This design comes from an exercise in tuning for small area, a short achievable clock period and few clock cycles per item on the open sky130 flow, not from production work. Function was checked by simulation only, so behaviour that the tests miss may differ from the original.

==> flow/design.v <==
package hdbe_op_pkg;
  typedef enum logic [3:0] {
    ADD  = 4'd0,
    SUB  = 4'd1,
    MUL  = 4'd2,
    SHL  = 4'd3,
    LSHR = 4'd4,
    ASHR = 4'd5,
    AND  = 4'd6,
    OR   = 4'd7,
    XOR  = 4'd8
  } op_e;
  localparam logic [3:0] OpLastLegal = 4'd8;
  typedef struct packed {
    logic ovf;
    logic zero;
    logic illegal;
  } op_flags_t;
  function automatic logic op_is_legal(input logic [3:0] op);
    op_is_legal = (op <= OpLastLegal);
  endfunction
endpackage
module binary_op_alu (
  input  logic [31:0] x,        
  input  logic [3:0]  bone,     
  input  logic [3:0]  btwo,     
  input  logic [3:0]  bneg,     
  input  logic [33:0] as_i,     
  input  logic [33:0] ac_i,     
  input  logic        notlast,  
  output logic [41:0] so,
  output logic [41:0] co
);
  logic [33:0] pp0, pp1, pp2, pp3;
  logic [3:0]  neg;
  function automatic logic [33:0] booth(input logic one, input logic two,
                                        input logic n, input logic [31:0] xx);
    logic [32:0] mag;
    mag   = ({33{one}} & {xx[31], xx}) | ({33{two}} & {xx, 1'b0});
    booth = {mag[32], mag} ^ {34{n}};
  endfunction
  assign pp0 = booth(bone[0], btwo[0], bneg[0], x);
  assign pp1 = booth(bone[1], btwo[1], bneg[1], x);
  assign pp2 = booth(bone[2], btwo[2], bneg[2], x);
  assign pp3 = booth(bone[3], btwo[3], bneg[3], x);
  assign neg = bneg;
  logic w1;
  logic w2;
  logic w3;
  logic w4;
  logic w5;
  logic w6;
  logic w7;
  logic w8;
  logic w9;
  logic w10;
  logic w11;
  logic w12;
  logic w13;
  logic w14;
  logic w15;
  logic w16;
  logic w17;
  logic w18;
  logic w19;
  logic w20;
  logic w21;
  logic w22;
  logic w23;
  logic w24;
  logic w25;
  logic w26;
  logic w27;
  logic w28;
  logic w29;
  logic w30;
  logic w31;
  logic w32;
  logic w33;
  logic w34;
  logic w35;
  logic w36;
  logic w37;
  logic w38;
  logic w39;
  logic w40;
  logic w41;
  logic w42;
  logic w43;
  logic w44;
  logic w45;
  logic w46;
  logic w47;
  logic w48;
  logic w49;
  logic w50;
  logic w51;
  logic w52;
  logic w53;
  logic w54;
  logic w55;
  logic w56;
  logic w57;
  logic w58;
  logic w59;
  logic w60;
  logic w61;
  logic w62;
  logic w63;
  logic w64;
  logic w65;
  logic w66;
  logic w67;
  logic w68;
  logic w69;
  logic w70;
  logic w71;
  logic w72;
  logic w73;
  logic w74;
  logic w75;
  logic w76;
  logic w77;
  logic w78;
  logic w79;
  logic w80;
  logic w81;
  logic w82;
  logic w83;
  logic w84;
  logic w85;
  logic w86;
  logic w87;
  logic w88;
  logic w89;
  logic w90;
  logic w91;
  logic w92;
  logic w93;
  logic w94;
  logic w95;
  logic w96;
  logic w97;
  logic w98;
  logic w99;
  logic w100;
  logic w101;
  logic w102;
  logic w103;
  logic w104;
  logic w105;
  logic w106;
  logic w107;
  logic w108;
  logic w109;
  logic w110;
  logic w111;
  logic w112;
  logic w113;
  logic w114;
  logic w115;
  logic w116;
  logic w117;
  logic w118;
  logic w119;
  logic w120;
  logic w121;
  logic w122;
  logic w123;
  logic w124;
  logic w125;
  logic w126;
  logic w127;
  logic w128;
  logic w129;
  logic w130;
  logic w131;
  logic w132;
  logic w133;
  logic w134;
  logic w135;
  logic w136;
  logic w137;
  logic w138;
  logic w139;
  logic w140;
  logic w141;
  logic w142;
  logic w143;
  logic w144;
  logic w145;
  logic w146;
  logic w147;
  logic w148;
  logic w149;
  logic w150;
  logic w151;
  logic w152;
  logic w153;
  logic w154;
  logic w155;
  logic w156;
  logic w157;
  logic w158;
  logic w159;
  logic w160;
  logic w161;
  logic w162;
  logic w163;
  logic w164;
  logic w165;
  logic w166;
  logic w167;
  logic w168;
  logic w169;
  logic w170;
  logic w171;
  logic w172;
  logic w173;
  logic w174;
  logic w175;
  logic w176;
  logic w177;
  logic w178;
  logic w179;
  logic w180;
  logic w181;
  logic w182;
  logic w183;
  logic w184;
  logic w185;
  logic w186;
  logic w187;
  logic w188;
  logic w189;
  logic w190;
  logic w191;
  logic w192;
  logic w193;
  logic w194;
  logic w195;
  logic w196;
  logic w197;
  logic w198;
  logic w199;
  logic w200;
  logic w201;
  logic w202;
  logic w203;
  logic w204;
  logic w205;
  logic w206;
  logic w207;
  logic w208;
  logic w209;
  logic w210;
  logic w211;
  logic w212;
  logic w213;
  logic w214;
  logic w215;
  logic w216;
  logic w217;
  logic w218;
  logic w219;
  logic w220;
  logic w221;
  logic w222;
  logic w223;
  logic w224;
  logic w225;
  logic w226;
  logic w227;
  logic w228;
  logic w229;
  logic w230;
  logic w231;
  logic w232;
  logic w233;
  logic w234;
  logic w235;
  logic w236;
  logic w237;
  logic w238;
  logic w239;
  logic w240;
  logic w241;
  logic w242;
  logic w243;
  logic w244;
  logic w245;
  logic w246;
  logic w247;
  logic w248;
  logic w249;
  logic w250;
  logic w251;
  logic w252;
  logic w253;
  logic w254;
  logic w255;
  logic w256;
  logic w257;
  logic w258;
  logic w259;
  logic w260;
  logic w261;
  logic w262;
  logic w263;
  logic w264;
  logic w265;
  logic w266;
  logic w267;
  logic w268;
  logic w269;
  logic w270;
  logic w271;
  logic w272;
  logic w273;
  logic w274;
  logic w275;
  logic w276;
  logic w277;
  logic w278;
  logic w279;
  logic w280;
  logic w281;
  logic w282;
  logic w283;
  logic w284;
  logic w285;
  logic w286;
  logic w287;
  logic w288;
  logic w289;
  logic w290;
  logic w291;
  logic w292;
  logic w293;
  logic w294;
  logic w295;
  logic w296;
  logic w297;
  logic w298;
  logic w299;
  logic w300;
  logic w301;
  logic w302;
  logic w303;
  logic w304;
  logic w305;
  logic w306;
  logic w307;
  logic w308;
  logic w309;
  logic w310;
  logic w311;
  logic w312;
  logic w313;
  logic w314;
  logic w315;
  logic w316;
  logic w317;
  logic w318;
  logic w319;
  logic w320;
  logic w321;
  logic w322;
  logic w323;
  logic w324;
  logic w325;
  logic w326;
  logic w327;
  logic w328;
  logic w329;
  logic w330;
  logic w331;
  logic w332;
  logic w333;
  logic w334;
  logic w335;
  logic w336;
  logic w337;
  logic w338;
  assign w1 = as_i[6] ^ ac_i[6];
  assign w2 = as_i[6] & ac_i[6];
  assign w3 = as_i[7] ^ ac_i[7];
  assign w4 = as_i[7] & ac_i[7];
  assign w5 = as_i[8] ^ ac_i[8];
  assign w6 = as_i[8] & ac_i[8];
  assign w7 = as_i[9] ^ ac_i[9];
  assign w8 = as_i[9] & ac_i[9];
  assign w9 = as_i[10] ^ ac_i[10];
  assign w10 = as_i[10] & ac_i[10];
  assign w11 = as_i[11] ^ ac_i[11];
  assign w12 = as_i[11] & ac_i[11];
  assign w13 = as_i[12] ^ ac_i[12];
  assign w14 = as_i[12] & ac_i[12];
  assign w15 = as_i[13] ^ ac_i[13];
  assign w16 = as_i[13] & ac_i[13];
  assign w17 = as_i[14] ^ ac_i[14];
  assign w18 = as_i[14] & ac_i[14];
  assign w19 = as_i[15] ^ ac_i[15];
  assign w20 = as_i[15] & ac_i[15];
  assign w21 = as_i[16] ^ ac_i[16];
  assign w22 = as_i[16] & ac_i[16];
  assign w23 = as_i[17] ^ ac_i[17];
  assign w24 = as_i[17] & ac_i[17];
  assign w25 = as_i[18] ^ ac_i[18];
  assign w26 = as_i[18] & ac_i[18];
  assign w27 = as_i[19] ^ ac_i[19];
  assign w28 = as_i[19] & ac_i[19];
  assign w29 = as_i[20] ^ ac_i[20];
  assign w30 = as_i[20] & ac_i[20];
  assign w31 = as_i[21] ^ ac_i[21];
  assign w32 = as_i[21] & ac_i[21];
  assign w33 = as_i[22] ^ ac_i[22];
  assign w34 = as_i[22] & ac_i[22];
  assign w35 = as_i[23] ^ ac_i[23];
  assign w36 = as_i[23] & ac_i[23];
  assign w37 = as_i[24] ^ ac_i[24];
  assign w38 = as_i[24] & ac_i[24];
  assign w39 = as_i[25] ^ ac_i[25];
  assign w40 = as_i[25] & ac_i[25];
  assign w41 = as_i[26] ^ ac_i[26];
  assign w42 = as_i[26] & ac_i[26];
  assign w43 = as_i[27] ^ ac_i[27];
  assign w44 = as_i[27] & ac_i[27];
  assign w45 = as_i[28] ^ ac_i[28];
  assign w46 = as_i[28] & ac_i[28];
  assign w47 = as_i[29] ^ ac_i[29];
  assign w48 = as_i[29] & ac_i[29];
  assign w49 = as_i[30] ^ ac_i[30];
  assign w50 = as_i[30] & ac_i[30];
  assign w51 = as_i[31] ^ ac_i[31];
  assign w52 = as_i[31] & ac_i[31];
  assign w53 = as_i[32] ^ ac_i[32];
  assign w54 = as_i[32] & ac_i[32];
  assign w55 = as_i[33] ^ ac_i[33];
  assign w56 = as_i[33] & ac_i[33];
  assign w57 = as_i[2] ^ ac_i[2];
  assign w58 = as_i[2] & ac_i[2];
  assign w59 = as_i[3] ^ ac_i[3];
  assign w60 = as_i[3] & ac_i[3];
  assign w61 = as_i[4] ^ ac_i[4] ^ pp0[4];
  assign w62 = (as_i[4] & ac_i[4]) | (as_i[4] & pp0[4]) | (ac_i[4] & pp0[4]);
  assign w63 = pp1[2] ^ pp2[0];
  assign w64 = pp1[2] & pp2[0];
  assign w65 = as_i[5] ^ ac_i[5] ^ pp0[5];
  assign w66 = (as_i[5] & ac_i[5]) | (as_i[5] & pp0[5]) | (ac_i[5] & pp0[5]);
  assign w67 = pp1[3] ^ pp2[1];
  assign w68 = pp1[3] & pp2[1];
  assign w69 = pp0[6] ^ pp1[4] ^ pp2[2];
  assign w70 = (pp0[6] & pp1[4]) | (pp0[6] & pp2[2]) | (pp1[4] & pp2[2]);
  assign w71 = pp3[0] ^ neg[3] ^ w1;
  assign w72 = (pp3[0] & neg[3]) | (pp3[0] & w1) | (neg[3] & w1);
  assign w73 = pp0[7] ^ pp1[5] ^ pp2[3];
  assign w74 = (pp0[7] & pp1[5]) | (pp0[7] & pp2[3]) | (pp1[5] & pp2[3]);
  assign w75 = pp3[1] ^ w2 ^ w3;
  assign w76 = (pp3[1] & w2) | (pp3[1] & w3) | (w2 & w3);
  assign w77 = pp0[8] ^ pp1[6] ^ pp2[4];
  assign w78 = (pp0[8] & pp1[6]) | (pp0[8] & pp2[4]) | (pp1[6] & pp2[4]);
  assign w79 = pp3[2] ^ w4 ^ w5;
  assign w80 = (pp3[2] & w4) | (pp3[2] & w5) | (w4 & w5);
  assign w81 = pp0[9] ^ pp1[7] ^ pp2[5];
  assign w82 = (pp0[9] & pp1[7]) | (pp0[9] & pp2[5]) | (pp1[7] & pp2[5]);
  assign w83 = pp3[3] ^ w6 ^ w7;
  assign w84 = (pp3[3] & w6) | (pp3[3] & w7) | (w6 & w7);
  assign w85 = pp0[10] ^ pp1[8] ^ pp2[6];
  assign w86 = (pp0[10] & pp1[8]) | (pp0[10] & pp2[6]) | (pp1[8] & pp2[6]);
  assign w87 = pp3[4] ^ w8 ^ w9;
  assign w88 = (pp3[4] & w8) | (pp3[4] & w9) | (w8 & w9);
  assign w89 = pp0[11] ^ pp1[9] ^ pp2[7];
  assign w90 = (pp0[11] & pp1[9]) | (pp0[11] & pp2[7]) | (pp1[9] & pp2[7]);
  assign w91 = pp3[5] ^ w10 ^ w11;
  assign w92 = (pp3[5] & w10) | (pp3[5] & w11) | (w10 & w11);
  assign w93 = pp0[12] ^ pp1[10] ^ pp2[8];
  assign w94 = (pp0[12] & pp1[10]) | (pp0[12] & pp2[8]) | (pp1[10] & pp2[8]);
  assign w95 = pp3[6] ^ w12 ^ w13;
  assign w96 = (pp3[6] & w12) | (pp3[6] & w13) | (w12 & w13);
  assign w97 = pp0[13] ^ pp1[11] ^ pp2[9];
  assign w98 = (pp0[13] & pp1[11]) | (pp0[13] & pp2[9]) | (pp1[11] & pp2[9]);
  assign w99 = pp3[7] ^ w14 ^ w15;
  assign w100 = (pp3[7] & w14) | (pp3[7] & w15) | (w14 & w15);
  assign w101 = pp0[14] ^ pp1[12] ^ pp2[10];
  assign w102 = (pp0[14] & pp1[12]) | (pp0[14] & pp2[10]) | (pp1[12] & pp2[10]);
  assign w103 = pp3[8] ^ w16 ^ w17;
  assign w104 = (pp3[8] & w16) | (pp3[8] & w17) | (w16 & w17);
  assign w105 = pp0[15] ^ pp1[13] ^ pp2[11];
  assign w106 = (pp0[15] & pp1[13]) | (pp0[15] & pp2[11]) | (pp1[13] & pp2[11]);
  assign w107 = pp3[9] ^ w18 ^ w19;
  assign w108 = (pp3[9] & w18) | (pp3[9] & w19) | (w18 & w19);
  assign w109 = pp0[16] ^ pp1[14] ^ pp2[12];
  assign w110 = (pp0[16] & pp1[14]) | (pp0[16] & pp2[12]) | (pp1[14] & pp2[12]);
  assign w111 = pp3[10] ^ w20 ^ w21;
  assign w112 = (pp3[10] & w20) | (pp3[10] & w21) | (w20 & w21);
  assign w113 = pp0[17] ^ pp1[15] ^ pp2[13];
  assign w114 = (pp0[17] & pp1[15]) | (pp0[17] & pp2[13]) | (pp1[15] & pp2[13]);
  assign w115 = pp3[11] ^ w22 ^ w23;
  assign w116 = (pp3[11] & w22) | (pp3[11] & w23) | (w22 & w23);
  assign w117 = pp0[18] ^ pp1[16] ^ pp2[14];
  assign w118 = (pp0[18] & pp1[16]) | (pp0[18] & pp2[14]) | (pp1[16] & pp2[14]);
  assign w119 = pp3[12] ^ w24 ^ w25;
  assign w120 = (pp3[12] & w24) | (pp3[12] & w25) | (w24 & w25);
  assign w121 = pp0[19] ^ pp1[17] ^ pp2[15];
  assign w122 = (pp0[19] & pp1[17]) | (pp0[19] & pp2[15]) | (pp1[17] & pp2[15]);
  assign w123 = pp3[13] ^ w26 ^ w27;
  assign w124 = (pp3[13] & w26) | (pp3[13] & w27) | (w26 & w27);
  assign w125 = pp0[20] ^ pp1[18] ^ pp2[16];
  assign w126 = (pp0[20] & pp1[18]) | (pp0[20] & pp2[16]) | (pp1[18] & pp2[16]);
  assign w127 = pp3[14] ^ w28 ^ w29;
  assign w128 = (pp3[14] & w28) | (pp3[14] & w29) | (w28 & w29);
  assign w129 = pp0[21] ^ pp1[19] ^ pp2[17];
  assign w130 = (pp0[21] & pp1[19]) | (pp0[21] & pp2[17]) | (pp1[19] & pp2[17]);
  assign w131 = pp3[15] ^ w30 ^ w31;
  assign w132 = (pp3[15] & w30) | (pp3[15] & w31) | (w30 & w31);
  assign w133 = pp0[22] ^ pp1[20] ^ pp2[18];
  assign w134 = (pp0[22] & pp1[20]) | (pp0[22] & pp2[18]) | (pp1[20] & pp2[18]);
  assign w135 = pp3[16] ^ w32 ^ w33;
  assign w136 = (pp3[16] & w32) | (pp3[16] & w33) | (w32 & w33);
  assign w137 = pp0[23] ^ pp1[21] ^ pp2[19];
  assign w138 = (pp0[23] & pp1[21]) | (pp0[23] & pp2[19]) | (pp1[21] & pp2[19]);
  assign w139 = pp3[17] ^ w34 ^ w35;
  assign w140 = (pp3[17] & w34) | (pp3[17] & w35) | (w34 & w35);
  assign w141 = pp0[24] ^ pp1[22] ^ pp2[20];
  assign w142 = (pp0[24] & pp1[22]) | (pp0[24] & pp2[20]) | (pp1[22] & pp2[20]);
  assign w143 = pp3[18] ^ w36 ^ w37;
  assign w144 = (pp3[18] & w36) | (pp3[18] & w37) | (w36 & w37);
  assign w145 = pp0[25] ^ pp1[23] ^ pp2[21];
  assign w146 = (pp0[25] & pp1[23]) | (pp0[25] & pp2[21]) | (pp1[23] & pp2[21]);
  assign w147 = pp3[19] ^ w38 ^ w39;
  assign w148 = (pp3[19] & w38) | (pp3[19] & w39) | (w38 & w39);
  assign w149 = pp0[26] ^ pp1[24] ^ pp2[22];
  assign w150 = (pp0[26] & pp1[24]) | (pp0[26] & pp2[22]) | (pp1[24] & pp2[22]);
  assign w151 = pp3[20] ^ w40 ^ w41;
  assign w152 = (pp3[20] & w40) | (pp3[20] & w41) | (w40 & w41);
  assign w153 = pp0[27] ^ pp1[25] ^ pp2[23];
  assign w154 = (pp0[27] & pp1[25]) | (pp0[27] & pp2[23]) | (pp1[25] & pp2[23]);
  assign w155 = pp3[21] ^ w42 ^ w43;
  assign w156 = (pp3[21] & w42) | (pp3[21] & w43) | (w42 & w43);
  assign w157 = pp0[28] ^ pp1[26] ^ pp2[24];
  assign w158 = (pp0[28] & pp1[26]) | (pp0[28] & pp2[24]) | (pp1[26] & pp2[24]);
  assign w159 = pp3[22] ^ w44 ^ w45;
  assign w160 = (pp3[22] & w44) | (pp3[22] & w45) | (w44 & w45);
  assign w161 = pp0[29] ^ pp1[27] ^ pp2[25];
  assign w162 = (pp0[29] & pp1[27]) | (pp0[29] & pp2[25]) | (pp1[27] & pp2[25]);
  assign w163 = pp3[23] ^ w46 ^ w47;
  assign w164 = (pp3[23] & w46) | (pp3[23] & w47) | (w46 & w47);
  assign w165 = pp0[30] ^ pp1[28] ^ pp2[26];
  assign w166 = (pp0[30] & pp1[28]) | (pp0[30] & pp2[26]) | (pp1[28] & pp2[26]);
  assign w167 = pp3[24] ^ w48 ^ w49;
  assign w168 = (pp3[24] & w48) | (pp3[24] & w49) | (w48 & w49);
  assign w169 = pp0[31] ^ pp1[29] ^ pp2[27];
  assign w170 = (pp0[31] & pp1[29]) | (pp0[31] & pp2[27]) | (pp1[29] & pp2[27]);
  assign w171 = pp3[25] ^ w50 ^ w51;
  assign w172 = (pp3[25] & w50) | (pp3[25] & w51) | (w50 & w51);
  assign w173 = pp0[32] ^ pp1[30] ^ pp2[28];
  assign w174 = (pp0[32] & pp1[30]) | (pp0[32] & pp2[28]) | (pp1[30] & pp2[28]);
  assign w175 = pp3[26] ^ w52 ^ w53;
  assign w176 = (pp3[26] & w52) | (pp3[26] & w53) | (w52 & w53);
  assign w177 = ~pp0[33] ^ pp1[31] ^ pp2[29];
  assign w178 = (~pp0[33] & pp1[31]) | (~pp0[33] & pp2[29]) | (pp1[31] & pp2[29]);
  assign w179 = pp3[27] ^ w54 ^ w55;
  assign w180 = (pp3[27] & w54) | (pp3[27] & w55) | (w54 & w55);
  assign w181 = 1'b1 ^ pp1[32] ^ pp2[30];
  assign w182 = (1'b1 & pp1[32]) | (1'b1 & pp2[30]) | (pp1[32] & pp2[30]);
  assign w183 = pp3[28] ^ w56;
  assign w184 = pp3[28] & w56;
  assign w185 = ~pp1[33] ^ pp2[31];
  assign w186 = ~pp1[33] & pp2[31];
  assign w187 = as_i[0] ^ ac_i[0];
  assign w188 = as_i[0] & ac_i[0];
  assign w189 = as_i[1] ^ ac_i[1];
  assign w190 = as_i[1] & ac_i[1];
  assign w191 = pp0[2] ^ pp1[0] ^ neg[1];
  assign w192 = (pp0[2] & pp1[0]) | (pp0[2] & neg[1]) | (pp1[0] & neg[1]);
  assign w193 = pp0[3] ^ pp1[1] ^ w58;
  assign w194 = (pp0[3] & pp1[1]) | (pp0[3] & w58) | (pp1[1] & w58);
  assign w195 = neg[2] ^ w60 ^ w61;
  assign w196 = (neg[2] & w60) | (neg[2] & w61) | (w60 & w61);
  assign w197 = w62 ^ w64 ^ w65;
  assign w198 = (w62 & w64) | (w62 & w65) | (w64 & w65);
  assign w199 = w66 ^ w68 ^ w69;
  assign w200 = (w66 & w68) | (w66 & w69) | (w68 & w69);
  assign w201 = w70 ^ w72 ^ w73;
  assign w202 = (w70 & w72) | (w70 & w73) | (w72 & w73);
  assign w203 = w74 ^ w76 ^ w77;
  assign w204 = (w74 & w76) | (w74 & w77) | (w76 & w77);
  assign w205 = w78 ^ w80 ^ w81;
  assign w206 = (w78 & w80) | (w78 & w81) | (w80 & w81);
  assign w207 = w82 ^ w84 ^ w85;
  assign w208 = (w82 & w84) | (w82 & w85) | (w84 & w85);
  assign w209 = w86 ^ w88 ^ w89;
  assign w210 = (w86 & w88) | (w86 & w89) | (w88 & w89);
  assign w211 = w90 ^ w92 ^ w93;
  assign w212 = (w90 & w92) | (w90 & w93) | (w92 & w93);
  assign w213 = w94 ^ w96 ^ w97;
  assign w214 = (w94 & w96) | (w94 & w97) | (w96 & w97);
  assign w215 = w98 ^ w100 ^ w101;
  assign w216 = (w98 & w100) | (w98 & w101) | (w100 & w101);
  assign w217 = w102 ^ w104 ^ w105;
  assign w218 = (w102 & w104) | (w102 & w105) | (w104 & w105);
  assign w219 = w106 ^ w108 ^ w109;
  assign w220 = (w106 & w108) | (w106 & w109) | (w108 & w109);
  assign w221 = w110 ^ w112 ^ w113;
  assign w222 = (w110 & w112) | (w110 & w113) | (w112 & w113);
  assign w223 = w114 ^ w116 ^ w117;
  assign w224 = (w114 & w116) | (w114 & w117) | (w116 & w117);
  assign w225 = w118 ^ w120 ^ w121;
  assign w226 = (w118 & w120) | (w118 & w121) | (w120 & w121);
  assign w227 = w122 ^ w124 ^ w125;
  assign w228 = (w122 & w124) | (w122 & w125) | (w124 & w125);
  assign w229 = w126 ^ w128 ^ w129;
  assign w230 = (w126 & w128) | (w126 & w129) | (w128 & w129);
  assign w231 = w130 ^ w132 ^ w133;
  assign w232 = (w130 & w132) | (w130 & w133) | (w132 & w133);
  assign w233 = w134 ^ w136 ^ w137;
  assign w234 = (w134 & w136) | (w134 & w137) | (w136 & w137);
  assign w235 = w138 ^ w140 ^ w141;
  assign w236 = (w138 & w140) | (w138 & w141) | (w140 & w141);
  assign w237 = w142 ^ w144 ^ w145;
  assign w238 = (w142 & w144) | (w142 & w145) | (w144 & w145);
  assign w239 = w146 ^ w148 ^ w149;
  assign w240 = (w146 & w148) | (w146 & w149) | (w148 & w149);
  assign w241 = w150 ^ w152 ^ w153;
  assign w242 = (w150 & w152) | (w150 & w153) | (w152 & w153);
  assign w243 = w154 ^ w156 ^ w157;
  assign w244 = (w154 & w156) | (w154 & w157) | (w156 & w157);
  assign w245 = w158 ^ w160 ^ w161;
  assign w246 = (w158 & w160) | (w158 & w161) | (w160 & w161);
  assign w247 = w162 ^ w164 ^ w165;
  assign w248 = (w162 & w164) | (w162 & w165) | (w164 & w165);
  assign w249 = w166 ^ w168 ^ w169;
  assign w250 = (w166 & w168) | (w166 & w169) | (w168 & w169);
  assign w251 = w170 ^ w172 ^ w173;
  assign w252 = (w170 & w172) | (w170 & w173) | (w172 & w173);
  assign w253 = w174 ^ w176 ^ w177;
  assign w254 = (w174 & w176) | (w174 & w177) | (w176 & w177);
  assign w255 = w178 ^ w180 ^ w181;
  assign w256 = (w178 & w180) | (w178 & w181) | (w180 & w181);
  assign w257 = pp3[29] ^ w182 ^ w184;
  assign w258 = (pp3[29] & w182) | (pp3[29] & w184) | (w182 & w184);
  assign w259 = 1'b1 ^ pp2[32] ^ pp3[30];
  assign w260 = (1'b1 & pp2[32]) | (1'b1 & pp3[30]) | (pp2[32] & pp3[30]);
  assign w261 = pp0[0] ^ neg[0];
  assign w262 = pp0[0] & neg[0];
  assign w263 = pp0[1] ^ w188 ^ w189;
  assign w264 = (pp0[1] & w188) | (pp0[1] & w189) | (w188 & w189);
  assign w265 = w57 ^ w190 ^ w191;
  assign w266 = (w57 & w190) | (w57 & w191) | (w190 & w191);
  assign w267 = w59 ^ w192 ^ w193;
  assign w268 = (w59 & w192) | (w59 & w193) | (w192 & w193);
  assign w269 = w63 ^ w194 ^ w195;
  assign w270 = (w63 & w194) | (w63 & w195) | (w194 & w195);
  assign w271 = w67 ^ w196 ^ w197;
  assign w272 = (w67 & w196) | (w67 & w197) | (w196 & w197);
  assign w273 = w71 ^ w198 ^ w199;
  assign w274 = (w71 & w198) | (w71 & w199) | (w198 & w199);
  assign w275 = w75 ^ w200 ^ w201;
  assign w276 = (w75 & w200) | (w75 & w201) | (w200 & w201);
  assign w277 = w79 ^ w202 ^ w203;
  assign w278 = (w79 & w202) | (w79 & w203) | (w202 & w203);
  assign w279 = w83 ^ w204 ^ w205;
  assign w280 = (w83 & w204) | (w83 & w205) | (w204 & w205);
  assign w281 = w87 ^ w206 ^ w207;
  assign w282 = (w87 & w206) | (w87 & w207) | (w206 & w207);
  assign w283 = w91 ^ w208 ^ w209;
  assign w284 = (w91 & w208) | (w91 & w209) | (w208 & w209);
  assign w285 = w95 ^ w210 ^ w211;
  assign w286 = (w95 & w210) | (w95 & w211) | (w210 & w211);
  assign w287 = w99 ^ w212 ^ w213;
  assign w288 = (w99 & w212) | (w99 & w213) | (w212 & w213);
  assign w289 = w103 ^ w214 ^ w215;
  assign w290 = (w103 & w214) | (w103 & w215) | (w214 & w215);
  assign w291 = w107 ^ w216 ^ w217;
  assign w292 = (w107 & w216) | (w107 & w217) | (w216 & w217);
  assign w293 = w111 ^ w218 ^ w219;
  assign w294 = (w111 & w218) | (w111 & w219) | (w218 & w219);
  assign w295 = w115 ^ w220 ^ w221;
  assign w296 = (w115 & w220) | (w115 & w221) | (w220 & w221);
  assign w297 = w119 ^ w222 ^ w223;
  assign w298 = (w119 & w222) | (w119 & w223) | (w222 & w223);
  assign w299 = w123 ^ w224 ^ w225;
  assign w300 = (w123 & w224) | (w123 & w225) | (w224 & w225);
  assign w301 = w127 ^ w226 ^ w227;
  assign w302 = (w127 & w226) | (w127 & w227) | (w226 & w227);
  assign w303 = w131 ^ w228 ^ w229;
  assign w304 = (w131 & w228) | (w131 & w229) | (w228 & w229);
  assign w305 = w135 ^ w230 ^ w231;
  assign w306 = (w135 & w230) | (w135 & w231) | (w230 & w231);
  assign w307 = w139 ^ w232 ^ w233;
  assign w308 = (w139 & w232) | (w139 & w233) | (w232 & w233);
  assign w309 = w143 ^ w234 ^ w235;
  assign w310 = (w143 & w234) | (w143 & w235) | (w234 & w235);
  assign w311 = w147 ^ w236 ^ w237;
  assign w312 = (w147 & w236) | (w147 & w237) | (w236 & w237);
  assign w313 = w151 ^ w238 ^ w239;
  assign w314 = (w151 & w238) | (w151 & w239) | (w238 & w239);
  assign w315 = w155 ^ w240 ^ w241;
  assign w316 = (w155 & w240) | (w155 & w241) | (w240 & w241);
  assign w317 = w159 ^ w242 ^ w243;
  assign w318 = (w159 & w242) | (w159 & w243) | (w242 & w243);
  assign w319 = w163 ^ w244 ^ w245;
  assign w320 = (w163 & w244) | (w163 & w245) | (w244 & w245);
  assign w321 = w167 ^ w246 ^ w247;
  assign w322 = (w167 & w246) | (w167 & w247) | (w246 & w247);
  assign w323 = w171 ^ w248 ^ w249;
  assign w324 = (w171 & w248) | (w171 & w249) | (w248 & w249);
  assign w325 = w175 ^ w250 ^ w251;
  assign w326 = (w175 & w250) | (w175 & w251) | (w250 & w251);
  assign w327 = w179 ^ w252 ^ w253;
  assign w328 = (w179 & w252) | (w179 & w253) | (w252 & w253);
  assign w329 = w183 ^ w254 ^ w255;
  assign w330 = (w183 & w254) | (w183 & w255) | (w254 & w255);
  assign w331 = w185 ^ w256 ^ w257;
  assign w332 = (w185 & w256) | (w185 & w257) | (w256 & w257);
  assign w333 = w186 ^ w258 ^ w259;
  assign w334 = (w186 & w258) | (w186 & w259) | (w258 & w259);
  assign w335 = ~pp2[33] ^ pp3[31] ^ w260;
  assign w336 = (~pp2[33] & pp3[31]) | (~pp2[33] & w260) | (pp3[31] & w260);
  assign w337 = 1'b1 ^ pp3[32];
  assign w338 = 1'b1 & pp3[32];
  assign so = {1'b0, notlast, ~pp3[33], w336, w334, w332, w330, w328, w326, w324, w322, w320, w318, w316, w314, w312, w310, w308, w306, w304, w302, w300, w298, w296, w294, w292, w290, w288, w286, w284, w282, w280, w278, w276, w274, w272, w270, w268, w266, w264, w262, w187};
  assign co = {1'b0, 1'b0, w338, w337, w335, w333, w331, w329, w327, w325, w323, w321, w319, w317, w315, w313, w311, w309, w307, w305, w303, w301, w299, w297, w295, w293, w291, w289, w287, w285, w283, w281, w279, w277, w275, w273, w271, w269, w267, w265, w263, w261};
endmodule
module binary_op_pipe
#(
  parameter int ParamBitWidth = 32,
  parameter int ParamLatency  = 2,
  parameter int ParamTagWidth = 8
) (
  input  logic                     clk,
  input  logic                     reset,
  input  logic                     in_valid,
  output logic                     in_ready,
  input  logic [3:0]               in_op,
  input  logic [ParamBitWidth-1:0] in_lhs,
  input  logic [ParamBitWidth-1:0] in_rhs,
  input  logic [ParamTagWidth-1:0] in_tag,
  output logic                     out_valid,
  input  logic                     out_ready,
  output logic [ParamBitWidth-1:0] out_result,
  output logic [ParamTagWidth-1:0] out_tag,
  output logic                     out_ovf,
  output logic                     out_zero,
  output logic                     out_illegal
);
  logic        iv;           
  logic [3:0]  iop;
  logic [31:0] ia;           
  logic [31:0] ib;           
  logic [7:0]  itag;
  logic [2:0]  cnt;          
  logic        plast;        
  logic [3:0]  bone, btwo, bneg;   
  logic [7:0]  slo, clo;     
  logic        cy;           
  logic [33:0] acs;          
  logic [33:0] acc;          
  logic        rdy, rdy_o;   
  logic        sv;           
  logic        ov;
  logic [31:0] ores;
  logic [7:0]  otag;
  logic        oovf, ozero, oill;
  logic is_addsub, is_sub, is_mul, is_shl, is_shr, is_ashr, is_sh;
  logic is_and, is_or, is_xor, is_ill, is_logic;
  assign is_addsub = (iop[3:1] == 3'd0);
  assign is_sub    = (iop == 4'd1);
  assign is_mul    = (iop == 4'd2);
  assign is_shl    = (iop == 4'd3);
  assign is_shr    = (iop == 4'd4) || (iop == 4'd5);
  assign is_ashr   = (iop == 4'd5);
  assign is_sh     = is_shl || is_shr;
  assign is_and    = (iop == 4'd6);
  assign is_or     = (iop == 4'd7);
  assign is_xor    = (iop == 4'd8);
  assign is_ill    = (iop > 4'd8);
  assign is_logic  = is_and || is_or || is_xor;
  logic mul_pass, mul_last;
  assign mul_pass = iv && is_mul && !cnt[2] && !sv;
  assign mul_last = plast;
  logic [41:0] mso, mco;
  logic [8:0]  mlo;           
  binary_op_alu u_mpass (
    .x       (ia),
    .bone    (bone),
    .btwo    (btwo),
    .bneg    (bneg),
    .as_i    (acs),
    .ac_i    (acc),
    .notlast (!mul_last),
    .so      (mso),
    .co      (mco)
  );
  logic [9:0] mlo10;
  assign mlo10 = {1'b0, slo, 1'b1} + {1'b0, clo, cy};
  assign mlo   = mlo10[9:1];
  logic [31:0] sum_s, p_s, g_s, t_s, logic_s;
  logic [32:0] sum33_s;
  logic        cin, ovf_as, eq0_s, eq1_s;
  assign cin     = is_sub | (is_mul & mlo[8]);
  assign sum33_s = {ia, 1'b1} + {ib, is_sub};
  assign sum_s   = sum33_s[32:1];
  assign p_s     = ia ^ ib;
  assign g_s     = ia & ib;
  assign t_s     = ia | ib;
  assign ovf_as  = (ia[31] == ib[31]) && (sum_s[31] != ia[31]);
  assign eq0_s   = (p_s == {t_s[30:0], cin});
  assign eq1_s   = (~p_s == {g_s[30:0], cin});
  assign logic_s = ({32{is_xor | is_or}} & p_s) | ({32{is_and | is_or}} & g_s);
  logic [31:0] sy, sy_rev, shmask;
  logic [4:0]  shamt;
  logic        zero_sh, big, fill;
  assign shamt = ib[4:0];
  assign big   = |ib[31:5];
  assign fill  = is_ashr & ia[31];
  always_comb begin
    logic [32:0] r;
    r  = $signed({fill, ia}) >>> shamt;
    sy = big ? {32{fill}} : r[31:0];
  end
  always_comb begin
    for (int i = 0; i < 32; i++) begin
      sy_rev[i] = sy[31-i];
      shmask[i] = (i >= shamt);
    end
  end
  assign zero_sh = !fill && (big || ((ia & shmask) == 32'd0));
  logic [31:0] eres;
  logic [7:0]  etag;
  logic        eovf, ezero, eill, edone, ego;
  logic        s_sum, s_shl, s_shr, s_log, s_mul;
  assign s_sum = is_addsub & !sv;
  assign s_shl = is_shl & !sv;
  assign s_shr = is_shr & !sv;
  assign s_log = is_logic & !sv;
  assign s_mul = is_mul & !sv;
  assign eres[31:24] = ({8{s_sum}} & sum_s[31:24]) | ({8{s_shl}} & sy_rev[31:24])
                     | ({8{s_shr}} & sy[31:24]) | ({8{s_log}} & logic_s[31:24])
                     | ({8{s_mul}} & mlo[7:0]) | ({8{sv}} & acs[31:24]);
  assign eres[23:0]  = ({24{s_sum}} & sum_s[23:0]) | ({24{s_shl}} & sy_rev[23:0])
                     | ({24{s_shr}} & sy[23:0]) | ({24{s_log}} & logic_s[23:0])
                     | ({24{s_mul | sv}} & acs[23:0]);
  assign ezero = sv ? acc[10]
               : ((is_addsub & eq0_s) | (is_sh & zero_sh) | (is_logic & (logic_s == 32'd0))
                  | (is_mul & (mlo[7:0] == 8'd0) & (acs[23:0] == 24'd0)) | is_ill);
  assign eovf  = sv ? acc[8]
               : ((is_addsub & ovf_as) | (is_mul & (mlo[7] ? !eq1_s : !eq0_s)));
  assign eill  = sv ? acc[9] : is_ill;
  assign etag  = sv ? acc[7:0] : itag;
  assign edone = !is_mul || cnt[2];
  assign ego   = iv && edone && !sv;
  function automatic logic [11:0] booth_dec(input logic [8:0] y);
    logic [3:0] one, two, neg;
    for (int t = 0; t < 4; t++) begin
      neg[t] = y[2*t+2];
      one[t] = y[2*t+1] ^ y[2*t];
      two[t] = (y[2*t+2] & ~y[2*t+1] & ~y[2*t]) | (~y[2*t+2] & y[2*t+1] & y[2*t]);
    end
    booth_dec = {one, two, neg};
  endfunction
  logic out_take, skid_ld;
  logic [31:0] in_lhs_rev;
  always_comb begin
    for (int i = 0; i < 32; i++) in_lhs_rev[i] = in_lhs[31-i];
  end
  logic       iv_n, sv_n, ov_n, rdy_n, mul_n;
  logic [2:0] cnt_n;
  assign in_ready = rdy_o;
  assign out_take = !ov || out_ready;
  assign skid_ld  = !sv && ego && !out_take;
  assign iv_n  = rdy ? in_valid : iv;
  assign mul_n = rdy ? (in_op == 4'd2) : is_mul;
  assign cnt_n = ego ? 3'd0 : (mul_pass ? cnt + 3'd1 : cnt);
  assign sv_n  = sv ? !out_take : (ego && !out_take);
  assign ov_n  = out_take ? (sv || ego) : ov;
  assign rdy_n = !iv_n || ((!mul_n || cnt_n[2]) && !sv_n);
  always_ff @(posedge clk or posedge reset) begin
    if (reset) begin
      iv    <= 1'b0;
      cnt   <= 3'd0;
      sv    <= 1'b0;
      ov    <= 1'b0;
      rdy   <= 1'b1;
      plast <= 1'b0;
    end else begin
      iv    <= iv_n;
      cnt   <= cnt_n;
      sv    <= sv_n;
      ov    <= ov_n;
      rdy   <= rdy_n;
      plast <= (cnt_n == 3'd3);
    end
  end
  always_ff @(posedge clk) begin
    rdy_o <= rdy_n;
  end
  always_ff @(posedge clk) begin
    slo <= {8{mul_pass}} & mso[7:0];
    clo <= {8{mul_pass}} & mco[7:0];
    cy  <= mul_pass & mlo[8];
  end
  always_ff @(posedge clk) begin
    if (rdy) begin
      iop   <= in_op;
      ia    <= (in_op == 4'd3) ? in_lhs_rev : in_lhs;
      ib    <= in_rhs ^ {32{in_op == 4'd1}};
      itag  <= in_tag;
      {bone, btwo, bneg} <= booth_dec({in_rhs[7:0], 1'b0});
    end else if (mul_pass) begin
      {bone, btwo, bneg} <= booth_dec(ib[15:7]);
      if (mul_last) begin
        ia <= mso[39:8];
        ib <= mco[39:8];
      end else begin
        ib <= {mlo[7:0], ib[31:8]};
      end
    end
    if (mul_pass || !(sv && !out_take)) begin
      acs <= ({34{mul_pass & !mul_last}} & mso[41:8])
           | ({34{mul_pass & mul_last}} & {10'd0, mlo[7:0], ib[31:16]})
           | ({34{skid_ld}} & {2'b00, eres})
           | {!mul_pass & !skid_ld, 33'd0};
      acc <= ({34{mul_pass}} & mco[41:8])
           | ({34{skid_ld}} & {23'd0, ezero, eill, eovf, etag});
    end
    if (out_take) begin
      ores  <= eres;
      otag  <= etag;
      oovf  <= eovf;
      ozero <= ezero;
      oill  <= eill;
    end
  end
  assign out_valid   = ov;
  assign out_result  = ores;
  assign out_tag     = otag;
  assign out_ovf     = oovf;
  assign out_zero    = ozero;
  assign out_illegal = oill;
endmodule
==> flow/run.sh <==
#!/bin/bash
# synth_recipe.tcl (not shown) runs the flow's synth.tcl, then flattens the netlist and writes it again
# the make line also repeats each setting of config.mk as NAME=value (left out here)
make -C /OpenROAD-flow-scripts/flow DESIGN_CONFIG=/design/flow/config.mk WORK_HOME=/design/flow/orfs CLKGATE_MAP_FILE= SYNTH_SCRIPT=/design/flow/synth_recipe.tcl finish
==> flow/config.mk <==
export PLATFORM = sky130hd
export DESIGN_NAME = binary_op_pipe
export DESIGN_NICKNAME = binary_op_pipe
export VERILOG_FILES = /design/flow/design.v
export SDC_FILE = /design/flow/constraint.sdc
export NUM_CORES = 4
export LEC_CHECK = 0
export ABC_AREA = 1
export CAP_MARGIN = 50
export CORE_MARGIN = 2
export CORE_UTILIZATION = 45
export PLACE_DENSITY = 0.6
export SLEW_MARGIN = 65
==> flow/constraint.sdc <==
create_clock -name core_clock -period 12.0 [get_ports {clk}]
set_input_delay 2.4000 -clock core_clock [delete_from_list [all_inputs] [get_ports {clk}]]
set_output_delay 2.4000 -clock core_clock [all_outputs]
set_load 0.01 [all_outputs]
==> impl_metrics.tcl, run 1 <==
set metrics [dict create \
    grt_antenna_before_repair 2 \
    grt-ovfl-total 0 \
    fin_cells 3820 \
    fin_util 0.511 \
    start_kind "flip-flop" \
    fin_skew_ns 0.0173 \
    min_period_ns 4.15 \
    die_y_um 233 \
    clk_pin_slew_ns 0.06 \
    r2r_start "ia[2]$_DFFE_PP_" \
    ys_types 60 \
    synth_seq_cells 223 \
    avgSynthCellArea_um2 7.64 \
    ys.flop_type "edfxtp_1" \
    worst-setup-path-type "flip-flop to flip-flop" \
    fp.dieW_um 233 \
    tritoncts "done" \
    timing.rr.end "acs[26]$_DFFE_PP_" \
    wl_per_cell_um 29.7 \
    drc 0 \
    worstHoldEndpoint "cnt[0]$_DFF_PP0_" \
    nFillCells 5149 \
    syn_nets 3434 \
    grt_pass1_wl_mm 160 \
    dpl.hpwl_mm 91.2 \
    vias 23723 \
    finish.net_count 3470 \
    drtAntennaViolNets 0 \
    r2r_cells 18 \
    grt_max_degree 64 \
    netlist_area_um2 23600 \
    initial_utilization 0.457 \
    drt_iter0_drc 3507 \
    report.final.slew_viol_count 0 \
    coreArea_um2 51500 \
    track_usage 0.418 \
    portBuffers 124 \
    maxCapViolCount 0 \
    crit_path_end_kind "flip-flop" \
    post_cts_buffers 0 \
    synth_edf_count 197 \
    numCtsBuffers 27 \
    worst_hold_path_type "flip-flop to flip-flop" \
    finalSetupViolCount 0 \
    clock_latency_ns 0.60 \
    slew_headroom 0.625 \
    tns_ns 0 \
    r2r_slack_ns 7.85 \
    rows 83 \
    wl_mm 113 \
    h-tree-depth 1 \
    drtPass1Iterations 7 \
    max_freq_mhz 241 \
    worstPathMaxFanout 10 \
    dp_cells 3767 \
    synthToLayoutAreaGrowth_pct 11.8 \
    async_flop_share 0.0359 \
    whs_ns 0.519 \
    cts-root-buf "clkbuf_16" \
    synth_cells 3083 \
    cts_repair_resize_count 0 \
    hold_viol_final 0 \
    layout-drive-gt1-share 0.0583 \
    min_from "cnt[0]$_DFF_PP0_" \
    clockBufferDepth 3 \
    ys_warn_count 2 \
    rsz0062_at_grt "false" \
    seq_area_frac_synth 0.275 \
    period_share 0.346 \
    grt_pass1_vias 22616 \
    io_pins 125 \
    dieArea_um2 54200 \
    cp.arrival_ns 4.50 \
    worst_pin_slew_ns 0.560 \
    cts_hold_buf 0 \
    globalplace.congestion 1.04 \
    min_path_cells 1 \
    cts_sinks 223 \
    cp_data_required_time_ns 12.34 \
    routed_via_density 6.21 \
    status "no timing/DRC/antenna violations" \
]
[cell usage after synthesis, types with 4 or more instances]
master      n  area share
or2_2      16      0.0042
inv_2      15      0.0024
clkbuf_1  113       0.018
nor2_1    250       0.040
o21bai_1    6      0.0019
nor4_1      4      0.0011
clkinv_1   14      0.0022
mux2i_1     4      0.0017
ha_1      115       0.061
buf_1      11      0.0018
dfrtp_1     7      0.0074
a22oi_1    12      0.0038
o211ai_1   23      0.0073
nand4_1    51       0.014
o22ai_1   167       0.044
or2_1       4      0.0011
xor2_1    143       0.053
inv_1     426       0.068
nand2_1   625        0.10
nand3_1   135       0.029
nand3b_1   13      0.0041
a21oi_1   155       0.033
buf_2      30      0.0064
edfxtp_1  197        0.25
buf_6       5      0.0024
o21a_1     21      0.0067
xnor2_1    24      0.0089
a31oi_1     6      0.0016
nor3_1     21      0.0045
o21ai_1    14      0.0030
a21boi_0    5      0.0016
a21o_1      4      0.0013
o21ai_0   229       0.049
a22o_1      4      0.0015
dfxtp_1    18       0.015
fa_1      156        0.13
[per-stage QoR]
| stage | instance area, µm² | setup slack (ns) |
|---|---|---|
| finish | 26300 | 7.85 |
| global placement | 25200 | 6.69 |
| floorplan | 23600 | 7.50 |
| global route | 26300 | 7.73 |
| CTS | 26300 | 8.01 |
| detailed placement | 25500 | 7.42 |
[layout by cell type, fill, tap and decap left out, drive strengths merged, types with 137 or more instances in the layout]
cell type and instances:
nand2 628, inv 445, nor2 255, o21ai 244, edfxtp 197, o22ai 167, fa 156, a21oi 155
xor2 143, nand3 137
[state kept, by name (all words and copies together), names as in the netlist, 4 cells and up]
register / count
bneg: 4
bone: 4
slo: 8
otag: 8
btwo: 4
acs: 34
itag: 8
ores: 32
iop: 4
ib: 32
ia: 32
clo: 8
acc: 32
[area by class of cell]
class	count	area (µm²)	share of cell area
antenna	2	5.00	0.000190
clock buffer	39	751	0.0285
clock inverter	9	66.3	0.00252
inverter	457	1770	0.0671
multi-input combinational	2240	14800	0.561
sequential	223	6480	0.246
tap	680	851	0.0323
timing repair buffer	170	1650	0.0628
[worst max-delay path by stage]
stage	slack (ns)	from	to
finish	7.85	ia[2]$_DFFE_PP_	acs[26]$_DFFE_PP_
global route	7.73	ia[2]$_DFFE_PP_	acs[31]$_DFFE_PP_
CTS	8.01	ia[14]$_DFFE_PP_	acs[10]$_DFFE_PP_
detailed placement	7.42	in_op[0]	ib[23]$_DFFE_PP_
global placement	6.69	in_op[0]	ib[11]$_DFFE_PP_
floorplan	7.50	out_ready	rdy_o$_DFF_P_
[cells by family after synthesis]
family / Yosys count / share of synthesized area
AOI/OAI and AO/OA: 661 / 0.160
xor gates and xnor gates: 167 / 0.0621
adders and majority gates: 271 / 0.194
buffers and inverters: 620 / 0.103
DFF: 223 / 0.275
muxes: 4 / 0.00170
and+or+nand+nor: 1137 / 0.205
[per-layer routing]
metal  global-route usage  share of wire  vias up
met5                    0              0        -
met4                0.275          0.081        0
met3               0.0958           0.12      372
met2                0.629           0.43     1757
met1                0.538           0.37    11311
li1                     -              -    10283
[critical path: stages, from the launching register on]
cell and delay (ns):
edfxtp_1 0.43, buf_4 0.24, clkinv_1 0.44, ha_1 0.64, nand2_1 0.10, o21ai_0 0.36
inv_1 0.08, nand2_1 0.11, nand3_1 0.09, nand2_1 0.17, nand2_1 0.07, nand2_1 0.20
nand3_1 0.14, nand2_1 0.09, nand2_1 0.05, nand3_1 0.13, nand3_1 0.32, nand2_1 0.20
nand2_1 0.07
Testbench counts, summed over its fixed seeds: cycles 22,384, items 16,000.
==> run 2: changes to the inputs <==
--- a/flow/config.mk
+++ b/flow/config.mk
@@ -8,6 +8,6 @@
 export ABC_AREA = 1
 export CAP_MARGIN = 50
 export CORE_MARGIN = 2
-export CORE_UTILIZATION = 45
+export CORE_UTILIZATION = 40
 export PLACE_DENSITY = 0.6
 export SLEW_MARGIN = 65
==> run 2 against run 1 <==
  * Clock skew rose by 0.0088 ns
  * Sequential share of layout area decreased by 0.29 points
  * Final cell count rose by 2.5%
  * Cell area grew 1.2%
  * Worst hold slack got worse by 0.0077 ns
  * Count of clock-buffer cells in the layout shrank 3
  * Critical endpoint is now acs[3]$_DFFE_PP_
  * Wire length is 3.4% higher
  * Non-clock buffer count grew 9
  * Synthesized cell count unchanged
  * Die area rose by 12%
==> impl_metrics.tcl, run 2 <==
set metrics [dict create \
    synthToLayoutAreaGrowth_pct 13.1 \
    fin_util 0.460 \
    grt_max_degree 64 \
    hold_viol_final 0 \
    syn_nets 3434 \
    antenna_cells 0 \
    fin_ws_ns 7.75 \
    worst_pin_slew_ns 0.582 \
    tritoncts "done" \
    slew_headroom 0.610 \
    ys_warn_count 2 \
    ys.flop_type "edfxtp_1" \
    wl_mm 117 \
    rsz0062_at_grt "false" \
    grt_pass1_vias 22746 \
    cts-root-buf "clkbuf_16" \
    drtPass1Iterations 8 \
    track_usage 0.383 \
    synth_edf_count 197 \
    h-tree-depth 1 \
    grt_pass1_wl_mm 164 \
    drtAntennaViolNets 0 \
    layout-drive-gt1-share 0.0654 \
    cts_repair_resize_count 0 \
    grt_antenna_before_repair 1 \
    crit_path_end_kind "flip-flop" \
    routed_via_density 6.09 \
    synth_seq_cells 223 \
    layout_common_cells "621 x nand2_1, 400 x inv_1, 244 x nor2_1, 211 x o21ai_0, 197 x edfxtp_1" \
    worst_hold_path_type "flip-flop to flip-flop" \
    status "no timing/DRC/antenna violations" \
    clock_latency_ns 0.60 \
    clockBufferDepth 3 \
    wl_per_cell_um 30.0 \
    period_share 0.354 \
    initial_utilization 0.407 \
    clk_pin_slew_ns 0.06 \
    numCtsBuffers 27 \
    worstPathMaxFanout 9 \
    place_ws_ns 7.53 \
    synth_top_cell_area_share 0.251 \
    top_register "acs" \
    synth_common_cells "625 x nand2_1, 426 x inv_1, 250 x nor2_1" \
    drt_iter0_drc 3367 \
    cp.arrival_ns 4.61 \
    vias 23842 \
    dieArea_um2 60900 \
    final_area_um2 26700 \
    yosysMostFrequentCell "nand2_1" \
    seq_area_frac_synth 0.275 \
    io_pins 125 \
    finalSetupViolCount 0 \
    die_y_um 247 \
    netlist_area_um2 23600 \
    finish.net_count 3479 \
    dpl.hpwl_mm 93.6 \
    globalplace.congestion 1.05 \
    rows 88 \
    ys_types 60 \
    cts_sinks 223 \
    min_period_ns 4.25 \
    worst-setup-path-type "flip-flop to flip-flop" \
    largest_reg_flops 34 \
    max_freq_mhz 235 \
    placed_cell_area_um2 25700 \
    fin_skew_ns 0.0261 \
    coreArea_um2 57900 \
    synthTopCellsByArea "edfxtp_1 25%, fa_1 13%, nand2_1 10%, inv_1 6.8%, ha_1 6.1%" \
    tns_ns 0 \
    avgSynthCellArea_um2 7.64 \
    cp_data_required_time_ns 12.36 \
    post_cts_buffers 0 \
    grt-ovfl-total 0 \
    synth_cells 3083 \
    report.final.slew_viol_count 0 \
    async_flop_share 0.0359 \
    nFillCells 6000 \
    maxCapViolCount 0 \
    drc 0 \
    portBuffers 124 \
    start_kind "flip-flop" \
    fp.dieW_um 247 \
    cts_hold_buf 0 \
    layout_commonest_cell "nand2_1" \
    yosysTopAreaCell "edfxtp_1" \
]
[run 2: cell counts after synthesis]
No cell type changed its count.
[run 2: path summary, 6_finish.rpt]
| check | slack, ns | from | cells after the start | endpoint |
|---|---|---|---|---|
| min in group asynchronous | 2.07 | reset | 2 | ov$_DFFE_PP0N_ |
| max in group asynchronous | 9.64 | reset | 2 | rdy$_DFF_PP1_ |
| max reg2reg | 7.75 | ia[6]$_DFFE_PP_ | 11 | acs[3]$_DFFE_PP_ |
| min reg2reg | 0.51 | cnt[0]$_DFF_PP0_ | 1 | cnt[0]$_DFF_PP0_ |
| max | 7.75 | ia[6]$_DFFE_PP_ | 11 | acs[3]$_DFFE_PP_ |
| min | 0.51 | cnt[0]$_DFF_PP0_ | 1 | cnt[0]$_DFF_PP0_ |
[run 2: cell families after synthesis]
group,share of synthesized area
AO/OA/AOI/OAI,0.160
XOR/XNOR,0.0621
adder cells (fa/ha/maj),0.194
buffers and inverters,0.103
flip-flops,0.275
multiplexers,0.00170
AND/OR/NAND/NOR,0.205
[run 2: metal layers]
metal,wire (µm),GRT usage,vias to the layer above,part of all wire
met1,46400,0.512,11561,0.40
met4,8880,0.241,2,0.076
li1,-,-,10301,-
met2,49800,0.573,1633,0.43
met5,13,0,-,0.00011
met3,12100,0.0669,345,0.10
[run 2: metrics by stage]
stage          hold slack [ns]  instances
6_report                 0.512       3914
5_1_grt                  0.519       3914
4_1_cts                  0.512       3910
3_5_place_dp             0.504       3860
3_3_place_gp             0.474       3836
2_1_floorplan            0.462       3083
[run 2: area by class of cell]
cell class / instances / area, µm² / area share
tap: 765 / 957 / 0.0359
timing repair buffer: 179 / 1710 / 0.0640
inverter: 457 / 1780 / 0.0667
sequential: 223 / 6480 / 0.243
clock inverter: 14 / 185 / 0.00695
multi-input combinational: 2240 / 14800 / 0.555
clock buffer: 36 / 749 / 0.0281
[run 2: critical path: stages, from the launching register on]
cell and delay [ns]:
edfxtp_1 0.65, clkinv_1 0.57, o22ai_1 0.36, xor2_1 0.13, fa_1 0.55, inv_1 0.06, fa_1 0.50, fa_1 0.51
inv_1 0.33, o22ai_1 0.20, inv_1 0.09, nand2_1 0.05
==> run 3: changes to the inputs <==
--- a/flow/design.v
+++ b/flow/design.v
@@ -750,6 +750,9 @@
   logic [31:0] ia;           
   logic [31:0] ib;           
   logic [7:0]  itag;
+  logic [4:0]  shamt;        
+  logic        big;          
+  logic        fill;         
   logic [2:0]  cnt;          
   logic        plast;        
   logic [3:0]  bone, btwo, bneg;   
@@ -763,14 +766,13 @@
   logic [31:0] ores;
   logic [7:0]  otag;
   logic        oovf, ozero, oill;
-  logic is_addsub, is_sub, is_mul, is_shl, is_shr, is_ashr, is_sh;
+  logic is_addsub, is_sub, is_mul, is_shl, is_shr, is_sh;
   logic is_and, is_or, is_xor, is_ill, is_logic;
   assign is_addsub = (iop[3:1] == 3'd0);
   assign is_sub    = (iop == 4'd1);
   assign is_mul    = (iop == 4'd2);
   assign is_shl    = (iop == 4'd3);
   assign is_shr    = (iop == 4'd4) || (iop == 4'd5);
-  assign is_ashr   = (iop == 4'd5);
   assign is_sh     = is_shl || is_shr;
   assign is_and    = (iop == 4'd6);
   assign is_or     = (iop == 4'd7);
@@ -810,11 +812,7 @@
   assign eq1_s   = (~p_s == {g_s[30:0], cin});
   assign logic_s = ({32{is_xor | is_or}} & p_s) | ({32{is_and | is_or}} & g_s);
   logic [31:0] sy, sy_rev, shmask;
-  logic [4:0]  shamt;
-  logic        zero_sh, big, fill;
-  assign shamt = ib[4:0];
-  assign big   = |ib[31:5];
-  assign fill  = is_ashr & ia[31];
+  logic        zero_sh;
   always_comb begin
     logic [32:0] r;
     r  = $signed({fill, ia}) >>> shamt;
@@ -907,6 +905,9 @@
       ia    <= (in_op == 4'd3) ? in_lhs_rev : in_lhs;
       ib    <= in_rhs ^ {32{in_op == 4'd1}};
       itag  <= in_tag;
+      shamt <= in_rhs[4:0];
+      big   <= |in_rhs[31:5];
+      fill  <= (in_op == 4'd5) & in_lhs[31];
       {bone, btwo, bneg} <= booth_dec({in_rhs[7:0], 1'b0});
     end else if (mul_pass) begin
       {bone, btwo, bneg} <= booth_dec(ib[15:7]);
--- a/flow/config.mk
+++ b/flow/config.mk
@@ -8,6 +8,6 @@
 export ABC_AREA = 1
 export CAP_MARGIN = 50
 export CORE_MARGIN = 2
-export CORE_UTILIZATION = 40
-export PLACE_DENSITY = 0.6
+export CORE_UTILIZATION = 50
+export PLACE_DENSITY = 0.65
 export SLEW_MARGIN = 65
==> run 3 against run 2 <==
  * Still clean on timing, DRC and antenna
  * Via count up 0.62%
  * Critical path depth fell by 2
  * Worst hold slack gained 0.014 ns
  * Global-route usage grew 7.3 points
  * Register-to-register slack worse by 0.07 ns
  * Count of clock-buffer cells in the layout up 5
  * Wire length is 2.8% lower
  * Clock skew fell by 0.00098 ns
  * Largest cell class unchanged
==> impl_metrics.tcl, run 3 <==
set metrics [dict create \
    drc 0 \
    layout_commonest_cell "nand2_1" \
    placed_cell_area_um2 25500 \
    drtPass1Iterations 24 \
    largest_reg_flops 34 \
    avgSynthCellArea_um2 7.72 \
    timing.rr.end "ib[7]$_DFFE_PP_" \
    die_y_um 222 \
    cts_repair_resize_count 0 \
    portBuffers 124 \
    grt_max_degree 80 \
    fp.dieW_um 222 \
    track_usage 0.455 \
    dieArea_um2 49200 \
    synthAdderAreaFrac 0.191 \
    synth_cells 3070 \
    worstPathMaxFanout 9 \
    crit_path_start "ia[10]$_DFFE_PP_" \
    coreArea_um2 46700 \
    synth_top_family_by_area "simple AND/OR/NAND/NOR gates" \
    netlist_area_um2 23700 \
    synthSimpleGateAreaFrac 0.194 \
    finalSetupViolCount 0 \
    grt_pass1_wl_mm 160 \
    synth_top_cell_area_share 0.258 \
    slew_headroom 0.596 \
    post_cts_buffers 0 \
    endpoint "ib[7]$_DFFE_PP_" \
    min_period_ns 4.32 \
    worst-setup-path-type "flip-flop to flip-flop" \
    cp.arrival_ns 4.64 \
    cts-root-buf "clkbuf_16" \
    synth_seq_cells 230 \
    cts_sinks 230 \
    layout-drive-gt1-share 0.0660 \
    whs_ns 0.526 \
    wl_mm 114 \
    drtAntennaViolNets 0 \
    top_register "acs" \
    place_ws_ns 7.48 \
    seq_area_frac_synth 0.282 \
    numCtsBuffers 28 \
    cp.depth 9 \
    drt_iter0_drc 3743 \
    routed_via_density 6.42 \
    grt_antenna_before_repair 8 \
    maxCapViolCount 0 \
    synthTopCellsByArea "edfxtp_1 26%, fa_1 13%, nand2_1 10%, inv_1 6.9%, ha_1 5.9%" \
    synth_common_cells "629 x nand2_1, 436 x inv_1, 234 x nor2_1" \
    ys_types 62 \
    report.final.slew_viol_count 0 \
    wl_per_cell_um 30.5 \
    fin_util 0.568 \
    clock_latency_ns 0.59 \
    synth_xor_area_frac 0.0617 \
    tns_ns 0 \
    synth_compound_area_frac 0.164 \
    grt_pass1_vias 22577 \
    worst_path_largest_cell_delay_ns 0.68 \
    finish.net_count 3446 \
    crit_path_end_kind "flip-flop" \
    clk_pin_slew_ns 0.06 \
    initial_utilization 0.508 \
    ys_warn_count 2 \
    yosysTopAreaCell "edfxtp_1" \
    r2r_slack_ns 7.68 \
    worst_hold_path_type "flip-flop to flip-flop" \
    layout_common_cells "626 x nand2_1, 406 x inv_1, 230 x nor2_1, 214 x o21ai_0, 204 x edfxtp_1" \
    syn_nets 3418 \
    fin_skew_ns 0.0251 \
    r2r_start "ia[10]$_DFFE_PP_" \
    cp_common_cell "fa_1" \
    io_pins 125 \
    cts_hold_buf 0 \
    rows 79 \
    synthMuxAreaShare 0.00211 \
    grt-ovfl-total 0 \
    globalplace.congestion 1.08 \
    worst_path_dominant_cell_family "adder cells" \
    tritoncts "done" \
    cp_data_required_time_ns 12.31 \
    hold_viol_final 0 \
    critPathBufInv 2 \
    worst_pin_slew_ns 0.600 \
    r2r_cells 9 \
    synthToLayoutAreaGrowth_pct 11.7 \
    vias 23990 \
    final_area_um2 26500 \
    yosysMostFrequentCell "nand2_1" \
    clockBufferDepth 3 \
    start_kind "flip-flop" \
    rsz0062_at_grt "false" \
    cp_cell_sequence "clkinv_1 -> o22ai_1 -> xor2_1 -> fa_1 -> inv_1 -> fa_1 -> fa_1 -> a21oi_1 -> a21boi_0" \
    max_freq_mhz 231 \
    synth_edf_count 204 \
    async_flop_share 0.0348 \
    ys.flop_type "edfxtp_1" \
    period_share 0.360 \
    cpMaxStageDelayCell "fa_1" \
    fin_ws_ns 7.68 \
    status "no timing/DRC/antenna violations" \
    dpl.hpwl_mm 91.8 \
    h-tree-depth 1 \
]
## run 3: cell count changes in the layout (fill, tap and decap cells not counted), moves of 9 or more
cell	previous run	this run
a21boi_0	5	16
o21ai_2	6	15
nor3_1	19	10
buf_4	41	24
nand3_1	135	117
o21ai_1	27	38
a21oi_1	155	141
nand4_1	51	36
o22ai_1	167	155
clkinv_2	15	6
nor2_1	244	230
## run 3: kinds of logic (layout without fill, tap and decap cells)
kind of cell / Yosys count / in the layout
and+or+nand+nor: 1096 / 1096
DFF: 230 / 230
muxes: 5 / 5
AOI/OAI and AO/OA: 677 / 677
buffers and inverters: 627 / 677
other: 0 / 7
xor gates and xnor gates: 167 / 167
adders and majority gates: 268 / 268
## run 3: layout make-up
class,count,area [µm²]
Fill cell,4287,20200
Multi-Input combinational cell,2213,14700
Clock buffer,41,823
Sequential cell,230,6690
Antenna cell,7,17.5
Clock inverter,11,87.6
Timing Repair Buffer,162,1580
Inverter,463,1780
Tap cell,607,759
## run 3: metal layers
metal	GRT usage	vias to the layer above	wire length, µm
li1	-	10218	-
met1	0.604	11282	41400
met2	0.634	2049	45200
met3	0.150	431	17800
met4	0.296	10	9430
met5	0	-	69
## run 3: per-stage QoR
| stage | std cells |
|---|---|
| global placement | 3663 |
| floorplan | 3070 |
| CTS | 3722 |
| detailed placement | 3670 |
| global route | 3727 |
| finish | 3734 |
## run 3: worst min path at each step
stage / startpoint / to / slack (ns) / cells past startpoint
global placement: cnt[0]$_DFF_PP0_ / cnt[0]$_DFF_PP0_ / 0.48 / 1
floorplan: cnt[0]$_DFF_PP0_ / cnt[0]$_DFF_PP0_ / 0.46 / 1
finish: cnt[0]$_DFF_PP0_ / cnt[0]$_DFF_PP0_ / 0.53 / 1
detailed placement: iv$_DFF_PP0_ / ov$_DFFE_PP0N_ / 0.50 / 2
global route: iv$_DFF_PP0_ / ov$_DFFE_PP0N_ / 0.55 / 2
CTS: cnt[0]$_DFF_PP0_ / cnt[0]$_DFF_PP0_ / 0.53 / 1
Testbench counts of run 3, summed over its fixed seeds: cycles 22,384, items 16,000.

[re-timing with driven ports]
No port has a modelled driver above. Below, the same layouts with a new extraction and two added sets of constraints. Step 1 sets driving cells, clkbuf_16 on the clock port and buf_2 on the other inputs (assumed; they add their load-dependent delay and slew). Step 2 adds t to the input delays and takes it off the output delays; t is the mean of the earliest and latest rising clock arrival at the registers after step 1. Input paths then give back, and output paths get back, about the clock's delay inside the block. a / b / c = ideal / step 1 / step 2; a / b = the first two.
| run | shift t [ns] | slack for setup (ns) | clock arrival spread, ns |
|---|---|---|---|
| run 1 | 0.644 | 7.846 / 7.846 / 7.325 | 0.017 / 0.018 |
| run 2 | 0.653 | 7.747 / 7.747 / 7.211 | 0.028 / 0.027 |
| run 3 | 0.637 | 7.677 / 7.677 / 7.191 | 0.025 / 0.025 |
After both steps setup and hold are still met in every run listed. For run 2, which loses most, drivers alone change the setup slack by 0.000 ns; drivers and shift together by -0.536 ns.
